Context: an optimization exercise on an open-source flow, tuned for a short achievable clock period and few clock cycles. The choices shown serve that exercise and are no tape-out recipe. Function was checked by simulation only, so behaviour that the tests miss may differ from the original. No activity file was given, so power comes from the tool's default toggle rates.

Design pipelineCpu, start of the top module:
module pipelineCpu (
  input  logic        clk,
  input  logic        rst,
  output logic [15:0] imemAddr,
  input  logic [15:0] imemData,
  output logic        wbValid,
  output logic [2:0]  wbReg,
  output logic [15:0] wbData,
  output logic        halted
);
  function automatic logic [15:0] ksAdd(input logic [15:0] a, input logic [15:0] b);
    logic [15:0] gg;
    logic [15:0] tt;
    logic [15:0] g2;
    logic [15:0] t2;
    gg = a & b;
    tt = a | b;
    for (int d = 1; d < 16; d = d * 2) begin
      g2 = gg;
      t2 = tt;
      for (int i = d; i < 16; i++) begin
        g2[i] = gg[i] | (tt[i] & gg[i - d]);
        t2[i] = tt[i] & tt[i - d];
      end
      gg = g2;
      tt = t2;
    end
    ksAdd = a ^ b ^ {gg[14:0], 1'b0};
  endfunction
  function automatic logic [15:0] sumDecode(input logic [3:0] x, input logic [3:0] y,
                                            input logic cin);
    logic [3:0] k;
    logic       c;
    logic       ok;
    for (int v = 0; v < 16; v++) begin
      k  = 4'(v);
  ...
clock: 5.5 ns
lec_check: 0
cap_margin: 20
core_margin: 2
core_utilization: 60
setup_slack_margin: 2.9
slew_margin: 20
tns_end_percent: 100
run.sh (not shown) runs the stock make flow with config.mk's settings and CLKGATE_MAP_FILE= SYNTH_SCRIPT=/design/flow/synth_recipe.tcl, a recipe that flattens the netlist after the stock synthesis.
Testbench counts at the start, summed over its fixed seeds: cycles 79,610.
==> next run, changes <==
--- a/flow/design.v
+++ b/flow/design.v
@@ -121,23 +121,21 @@
   logic         eHiCarry;   
   logic         eStore;
   logic [15:0]  eHi;        
   logic              mValid;
   logic              mRegWrite;
   logic              mHalt;
   logic              mLoad;
   logic [2:0]        mRd;
   logic [15:0]       mAlu;
-  logic [15:0]       mAluN;
   logic [15:0][15:0] mRow;    
   logic [15:0]       mGroup;  
   logic [15:0]       mResult;
-  logic [15:0]       wbDataN;   
   logic [15:0]       loadData;
   logic [4:0]   fOp;
   logic [2:0]   fRs;
   logic [2:0]   fRt;
   logic [2:0]   fRd;
   logic         fRegWrite;
   logic         fLoad;
   logic         fStore;
   logic         fBr;
@@ -159,19 +157,18 @@
   logic         fRtFromE;
   logic         fRtFromM;
   logic         fRtFromW;
   logic         fRsZero;
   logic         stall;
   logic         fGo;
   logic         eResZero;
   logic [15:1]  pcN;        
   logic [15:1]  pcN1;
-  logic [15:1]  pcHold;
   logic [15:1]  fT;
   logic [15:1]  fT1;
   logic [15:1]  pcNIfZero;
   logic [15:1]  pcNIfNonZero;
   logic         fTakenIfZero;
   logic         fTakenIfNonZero;
   logic         fBrZero;
   logic [15:1]  pcIfZero;
   logic [15:1]  pcIfNonZero;
@@ -226,63 +223,62 @@
   always_comb begin
     rfRs = 16'd0;
     rfRt = 16'd0;
     for (int r = 0; r < 8; r++) begin
       rfRs      = rfRs | (regFile[r] & {16{fRs == 3'(r)}});
       rfRt      = rfRt | (regFile[r] & {16{fRt == 3'(r)}});
       rfZero[r] = regFile[r] == 16'd0;
     end
   end
-  assign fRsData = fRsFromM ? mResult : fRsFromW ? ~wbDataN : rfRs;
-  assign fRtData = fRtFromM ? mResult : fRtFromW ? ~wbDataN : rfRt;
+  assign fRsData = fRsFromM ? mResult : fRsFromW ? wbData : rfRs;
+  assign fRtData = fRtFromM ? mResult : fRtFromW ? wbData : rfRt;
   assign fWord = fRsFromM ? wordSelect(mAlu[8:0], imemData[4:0]) :
-                 fRsFromW ? wordSelect(~wbDataN[8:0], imemData[4:0]) :
+                 fRsFromW ? wordSelect(wbData[8:0], imemData[4:0]) :
                             wordSelect(rfRs[8:0], imemData[4:0]);
   assign fRsZero = fRsFromM ? mAlu == 16'd0 :
-                   fRsFromW ? wbDataN == 16'hffff : rfZero[fRs];
+                   fRsFromW ? wbData == 16'd0 : rfZero[fRs];
   assign stall = (eLoad && ((fRsFromE && (fRegWrite || fStore || fBr)) ||
                             (fRtFromE && !fAluImm))) ||
                  (fRsFromE && (fLoad || fStore || (fBr && !eFastZero))) ||
                  (fRsFromM && !fRsFromE && mLoad && (fLoad || fStore || fBr));
   assign fGo   = !haltLatched && !stall;
   assign imemAddr = {pc, 1'b0};
-  assign pcN1   = pcN + 15'd1;
-  assign pcHold = pcN - 15'd1;
+  assign pcN1 = pcN + 15'd1;
   assign fT   = pcN + {{7{imemData[7]}}, imemData[7:0]};
   assign fT1  = pcN + {{7{imemData[7]}}, imemData[7:0]} + 15'd1;
   assign fTakenIfZero    = fBr && !fOp[0];
   assign fTakenIfNonZero = fBr && fOp[0];
   assign fBrZero         = fRsFromE ? eResZero : fRsZero;
   always_comb begin
     if (rst) begin
       pcIfZero     = 15'd0;
       pcIfNonZero  = 15'd0;
       pcNIfZero    = 15'd1;
       pcNIfNonZero = 15'd1;
     end else if (!fGo || fHalt) begin
-      pcIfZero     = pcHold;
-      pcIfNonZero  = pcHold;
+      pcIfZero     = pc;
+      pcIfNonZero  = pc;
       pcNIfZero    = pcN;
       pcNIfNonZero = pcN;
     end else begin
       pcIfZero     = fTakenIfZero ? fT : pcN;
       pcIfNonZero  = fTakenIfNonZero ? fT : pcN;
       pcNIfZero    = fTakenIfZero ? fT1 : pcN1;
       pcNIfNonZero = fTakenIfNonZero ? fT1 : pcN1;
     end
   end
   logic [15:0] opA;
   logic [15:0] opB;
   logic [15:0] aluOut;
   logic [15:0] opAt;
-  assign opAt = eSelAM ? ~mAluN : eA;
+  assign opAt = eSelAM ? mAlu : eA;
   assign opA  = opAt ^ {16{eSub}};
-  assign opB = eSelBM ? ~mAluN : eB;
+  assign opB = eSelBM ? mAlu : eB;
   assign eResZero = eA == eB;
   assign eHi      = sumDecode(eHiBase, {4{eHiSign}}, eHiCarry);
   assign aluOut = ({16{eIsSum}} & (ksAdd(opA, opB) ^ {16{eSub}})) |
                   ({16{eIsXor}} & (opAt ^ opB)) |
                   ({16{eIsAnd}} & (opAt & opB));
   always_ff @(posedge clk) begin
     pc  <= fBrZero ? pcIfZero : pcIfNonZero;
     pcN <= fBrZero ? pcNIfZero : pcNIfNonZero;
   end
@@ -341,19 +337,18 @@
       mValid    <= eValid;
       mRegWrite <= eRegWrite;
       mHalt     <= eHalt;
       mLoad     <= eLoad;
     end
   end
   always_ff @(posedge clk) begin
     mRd      <= eRd;
     mAlu     <= aluOut;
-    mAluN    <= ~aluOut;
     for (int h = 0; h < 16; h++) begin
       logic [15:0] row;
       row = 16'd0;
       for (int l = 0; l < 16; l++) begin
         row = row | (dmem[h * 16 + l] & {16{eLo[l]}});
       end
       mRow[h] <= row;
     end
     mGroup <= eHi;
@@ -372,18 +367,17 @@
     end else begin
       wbValid <= mValid && mRegWrite;
       halted  <= halted || (mValid && mHalt) ||
                  (eValid && eHalt && !(mValid && mRegWrite)) ||
                  (fGo && fHalt && !(eValid && eRegWrite) && !(mValid && mRegWrite));
     end
   end
   always_ff @(posedge clk) begin
     wbReg  <= mRd;
-    wbData  <= mResult;
-    wbDataN <= ~mResult;
+    wbData <= mResult;
   end
   always_ff @(posedge clk) begin
     if (wbValid) begin
-      regFile[wbReg] <= ~wbDataN;
+      regFile[wbReg] <= wbData;
     end
   end
 endmodule
Now the flow finished but failed the layout checks on max-slew violations.
Fmax is lower by 3.6%.
Hold slack degrades by 0.012 ns.
Sequential power stays flat.
Global-route usage increases by 0.48 points.
Non-clock buffer count came out higher by 190.
Register-to-register slack degrades by 0.12 ns.
Core utilization is higher by 1.0 points.
Die area falls by 0.52%.
Routed wire length increases by 1.9%.
Synthesized cell count drops by 2.7%.
Final cell count is lower by 0.63%.
Testbench counts after the change, summed over its fixed seeds: cycles 79,610.

what the ideal ports hide:
In the flow no input, the clock included, has a driving cell. The finished layouts below were timed again as built, in two steps. Step 1 assumes that a clkbuf_16 drives the clock port and a buf_2 every other input. Step 2, shift: input delay + t, output delay - t, t = (earliest + latest rising clock arrival at the registers) / 2. This alone moves slack from input paths to output paths. Slacks: ideal ports / drivers / drivers and shift; pairs: ideal ports / drivers.
run	shift t [ns]	setup WS [ns]	cell pins on the clock port's net
the first run	1.062	2.383 / 2.383 / 1.423	1
the second run	1.065	2.268 / 2.268 / 1.610	1
For the first run, which loses most, drivers alone change the setup slack by 0.000 ns; drivers and shift together by -0.960 ns.
